Source: an optimization exercise on an open RTL-to-GDS flow (aim: small area, a short achievable clock period and few clock cycles). Production flows keep margins and buffers that such runs may drop.
Only simulation tests tie the RTL to the original design; equivalence was not proved.
No activity file was given, so power comes from the tool's default toggle rates.

==> 11-17: inputs <==
// beep_and_melody_sequencer
module beep_and_melody_sequencer (
  input  logic             clk,
  input  logic             rst,
  input  logic             s_tvalid,
  output logic             s_tready,
  input  logic [31:0]      s_tdata,    
  input  logic [2:0]       s_tuser,    
  output logic             m_tvalid,
  input  logic             m_tready,
  output logic [47:0]      m_tdata,    
  input  logic             cfg_we,
  input  logic [2:0]       cfg_index,
  input  logic [CFG_W-1:0] cfg_data
);
==> flow/config.mk <==
export PLATFORM = sky130hd
export DESIGN_NAME = beep_and_melody_sequencer
export DESIGN_NICKNAME = beep_and_melody_sequencer
export VERILOG_FILES = /design/flow/design.v
export SDC_FILE = /design/flow/constraint.sdc
export NUM_CORES = 4
export LEC_CHECK = 0
export CAP_MARGIN = 20
export CORE_MARGIN = 2
export CORE_UTILIZATION = 35
export CTS_CLUSTER_DIAMETER = 60
export CTS_CLUSTER_SIZE = 20
export PLACE_DENSITY = 0.5
export SETUP_SLACK_MARGIN = 4.7
export SLEW_MARGIN = 20
export SYNTH_MEMORY_MAX_BITS = 8192
export TNS_END_PERCENT = 100
==> flow/constraint.sdc <==
create_clock -name core_clock -period 8.0 [get_ports {clk}]
set_input_delay 1.6000 -clock core_clock [delete_from_list [all_inputs] [get_ports {clk}]]
set_output_delay 1.6000 -clock core_clock [all_outputs]
set_load 0.01 [all_outputs]
standard.sh (not shown) runs the stock make flow with config.mk's settings and CLKGATE_MAP_FILE= SYNTH_SCRIPT=/design/flow/synth_recipe.tcl, a recipe that flattens the netlist after the stock synthesis.
==> flow/flow/run.sh <==
#!/bin/bash
# The standard layout, except that the port buffers are sky130_fd_sc_hd__buf_4 cells
# rather than the delay-cell buffers buffer_ports picks by default, and antenna repair
# gets more iterations after global and detailed routing.
set -euo pipefail
export BUFFER_PORTS_ARGS="-buffer_cell sky130_fd_sc_hd__buf_4"
export MAX_REPAIR_ANTENNAS_ITER_GRT=10
export MAX_REPAIR_ANTENNAS_ITER_DRT=10
bash standard.sh > standard.log 2>&1
==> 05-02: changes against 11-17 <==
--- a/flow/design.v
+++ b/flow/design.v
@@ -173,13 +173,12 @@
   logic [WQ_W-1:0]      wst_q;
   logic [WK-1:0]        wst_d;
   logic [TEMPO_W-1:0]   cfg_t;
   logic [WSK_W-1:0]     cfg_wsk;
   logic [1:0]           mode;
   logic [ELAPSED_W-1:0] cnt;
-  logic [ELAPSED_W:0]   brem;
   logic [REP_W-1:0]     rl;
   logic [POS_W-1:0]     pos;
   logic                 tone;
   logic [FREQ_W-1:0]    tfreq;
   logic [LEN_W-1:0]     tlimit;
   logic [WHOLE_W-1:0]   whole_mel;
@@ -213,19 +212,19 @@
   logic [LEN_W-1:0]     nn_limit;
   logic [FREQ_W-1:0]    nn_freq;
   logic                 s_rdy;
   logic                 ns_pend;
   logic                 pend_s;
   logic                 accept, complete, emit, o_free;
-  logic [ELAPSED_W-1:0] inc, dec;
-  logic [ELAPSED_W:0]   brem_dec;
+  logic [ELAPSED_W-1:0] inc, inc2, dec;
+  logic [ELAPSED_W-1:0] thr;
+  logic                 ge2;
   logic [MLEN_W-1:0]    eff_len, cfg_eff_len;
   logic [POS_W-1:0]     pos_inc;
   logic [1:0]           nx_mode;
   logic [ELAPSED_W-1:0] nx_cnt;
-  logic [ELAPSED_W:0]   nx_brem;
   logic [REP_W-1:0]     nx_rl;
   logic [POS_W-1:0]     nx_pos;
   logic                 nx_tone;
   logic [FREQ_W-1:0]    nx_tfreq;
   logic [LEN_W-1:0]     nx_tlimit;
   logic                 nx_hit, nx_rl_is1, nx_m_end;
@@ -239,14 +238,16 @@
   logic [ENTRY_W-1:0]   wq_d;
   assign s_tready = s_rdy;
   assign accept   = s_tvalid && s_rdy;
   assign complete = ns_pend && nn_valid;
   assign o_free   = !m_tvalid || m_tready;
   assign inc      = (cnt == '1) ? cnt : cnt + ELAPSED_W'(1);
+  assign inc2     = (cnt >= ELAPSED_W'(24'hFFFFFE)) ? '1 : cnt + ELAPSED_W'(2);
   assign dec      = cnt - ELAPSED_W'(1);
-  assign brem_dec = brem - (ELAPSED_W+1)'(1);
+  assign thr      = (mode == MODE_GAP) ? beep_gap_ms : beep_on_ms;
+  assign ge2      = inc2 >= thr;
   assign pos_inc  = pos + POS_W'(1);
   assign eff_len  = (melody_length > MLEN_W'(NOTE_DEPTH)) ? MLEN_W'(NOTE_DEPTH) : melody_length;
   assign cfg_eff_len = (cfg_data[MLEN_W-1:0] > MLEN_W'(NOTE_DEPTH)) ? MLEN_W'(NOTE_DEPTH)
                                                                     : cfg_data[MLEN_W-1:0];
   assign nn_freq  = ent[ENTRY_W-1:DM1_W+1];
   assign nn_limit = acc[ACC_W-1:16];
@@ -306,13 +307,12 @@
     .last     (chunk_last),
     .acc_next (acc_next)
   );
   always_comb begin
     nx_mode   = mode;
     nx_cnt    = cnt;
-    nx_brem   = brem;
     nx_rl     = rl;
     nx_pos    = pos;
     nx_tone   = tone;
     nx_tfreq  = tfreq;
     nx_tlimit = tlimit;
     nx_hit    = hit;
@@ -333,43 +333,39 @@
         3'd0: begin
           case (mode)
             MODE_GAP: begin
               if (hit) begin
                 nx_mode   = MODE_BEEP;
                 nx_cnt    = '0;
-                nx_brem   = {1'b0, beep_on_ms};
                 nx_tone   = 1'b1;
                 nx_tfreq  = beep_frequency;
                 nx_tlimit = '0;
                 nx_hit    = beep_on_ms <= ELAPSED_W'(1);
               end else begin
-                nx_cnt  = inc;
-                nx_brem = brem_dec;
-                nx_hit  = brem == (ELAPSED_W+1)'(2);
+                nx_cnt = inc;
+                nx_hit = ge2;
               end
             end
             MODE_BEEP: begin
               if (hit) begin
                 nx_tone   = 1'b0;
                 nx_tfreq  = '0;
                 nx_tlimit = '0;
                 nx_rl     = rl - REP_W'(1);
                 nx_rl_is1 = rl == REP_W'(2);
                 if (!rl_is1) begin
                   nx_mode = MODE_GAP;
                   nx_cnt  = '0;
-                  nx_brem = {1'b0, beep_gap_ms};
                   nx_hit  = beep_gap_ms <= ELAPSED_W'(1);
                 end else begin
                   nx_mode = MODE_IDLE;
                   nx_hit  = 1'b0;
                 end
               end else begin
-                nx_cnt  = inc;
-                nx_brem = brem_dec;
-                nx_hit  = brem == (ELAPSED_W+1)'(2);
+                nx_cnt = inc;
+                nx_hit = ge2;
               end
             end
             MODE_MELODY: begin
               if (hit) begin
                 nx_tone   = 1'b0;
                 nx_tfreq  = '0;
@@ -404,19 +400,17 @@
           nx_tlimit = '0;
           nx_pos    = '0;
           if (beep_initial_gap) begin
             nx_mode  = MODE_GAP;
             nx_tone  = 1'b0;
             nx_tfreq = '0;
-            nx_brem  = {1'b0, beep_gap_ms};
             nx_hit   = beep_gap_ms <= ELAPSED_W'(1);
           end else begin
             nx_mode  = MODE_BEEP;
             nx_tone  = 1'b1;
             nx_tfreq = beep_frequency;
-            nx_brem  = {1'b0, beep_on_ms};
             nx_hit   = beep_on_ms <= ELAPSED_W'(1);
           end
         end
         3'd2: begin
           nx_tone   = 1'b0;
           nx_tfreq  = '0;
@@ -440,16 +434,14 @@
           nx_pos    = '0;
           nx_hit    = 1'b0;
         end
         default: ;
       endcase
     end else if (cfg_we) begin
-      if ((cfg_index == 3'd1 && mode == MODE_BEEP) || (cfg_index == 3'd2 && mode == MODE_GAP)) begin
-        nx_hit  = inc >= cfg_data;
-        nx_brem = {1'b0, cfg_data} - {1'b0, cnt};
-      end
+      if (cfg_index == 3'd1 && mode == MODE_BEEP) nx_hit = inc >= cfg_data;
+      if (cfg_index == 3'd2 && mode == MODE_GAP)  nx_hit = inc >= cfg_data;
       if (cfg_index == 3'd6) nx_m_end = pos_inc >= cfg_eff_len;
     end
   end
   assign emit = complete || (accept && !pend_set);
   always_ff @(posedge clk) begin
     if (rst) begin
@@ -485,13 +477,12 @@
       tone   <= nx_tone;
       tfreq  <= nx_tfreq;
       tlimit <= nx_tlimit;
       hit    <= nx_hit;
     end
     cnt    <= nx_cnt;
-    brem   <= nx_brem;
     rl     <= nx_rl;
     rl_is1 <= nx_rl_is1;
     m_end  <= nx_m_end;
   end
   assign cfg_t   = (cfg_data[TEMPO_W-1:0] == '0) ? TEMPO_W'(1) : cfg_data[TEMPO_W-1:0];
   assign whole_new = WHOLE_W'(wq);
Settings changed: CORE_UTILIZATION 35 to 48, PLACE_DENSITY 0.5 to 0.58.
==> qor summary <==
| quantity | 11-17 | 05-02 |
|---|---|---|
| Detailed-route vias per instance | 6.506 | 7.392 |
| Highest attainable clock frequency | 279.1 MHz | 275.0 MHz |
| Outcome | timing/DRC/antenna clean | timing/DRC/antenna clean |
| Arrival @ worst endpoint | 4550 ps | 4570 ps |
| FF-to-FF path depth | 8 | 15 |
| Multiplexer area fraction after synthesis | 0.3888% | 0.3734% |
| Non-Filler Cell Area, Final | 0.2905 sq mm | 0.2827 sq mm |
| Parity-gate share of the synthesized area counting xor and xnor cells | 0.7952% | 0.8088% |
| Via count of the first global-routing pass | 147,800 | 150,400 |
| Sequential fraction of the synthesis area | 77.36% | 77.70% |
| Placeable core region | 0.7121 sq mm | 0.5137 sq mm |
| Fraction of area in registers | 66.62% | 68.19% |
| Number of cells on the critical path | 8 | 15 |
| Num sequential | 6,552 | 6,527 |
| Worst slack after detailed placement | 2681 ps | 3211 ps |
| First-pass GRT wire length | 1,439,000 um | 1,365,000 um |
| Fraction of met2 tracks used by global routing | 44.28% | 57.75% |
| Combinational group power | 6.52 mW | 7.40 mW |
| Buffers inserted during post-CTS setup optimization | 257 | 184 |
Testbench counts of 11-17, summed over its fixed seeds: cycles 12,519.
Testbench counts of 05-02, summed over its fixed seeds: cycles 12,519.

==> separate check: timing with driven ports <==
In the flow no input, the clock included, has a driving cell. The finished layouts below were timed again as built, in two steps.
Step 1: set_driving_cell puts a clkbuf_16 on clk and a buf_2 on each other input, an assumption about the parent block.
Step 2 adds t to the input delays and takes it off the output delays; t is the mean of the earliest and latest rising clock arrival at the registers after step 1. Input paths then give back, and output paths get back, about the clock's delay inside the block.
Slacks: no drivers / after step 1 / after step 2; pairs: no drivers / after step 1.
run	t, ns	slack for setup (ns)	worst setup path after step 2	pins driven straight from the clock port
11-17	1.213	4.418 / 4.418 / 3.460	input to register	1
05-02	1.179	4.364 / 4.364 / 3.517	input to register	1
After both steps setup and hold are still met in every run listed. The setup slack of 11-17, which loses most, moves by 0.000 ns with the drivers and by -0.958 ns with both steps.
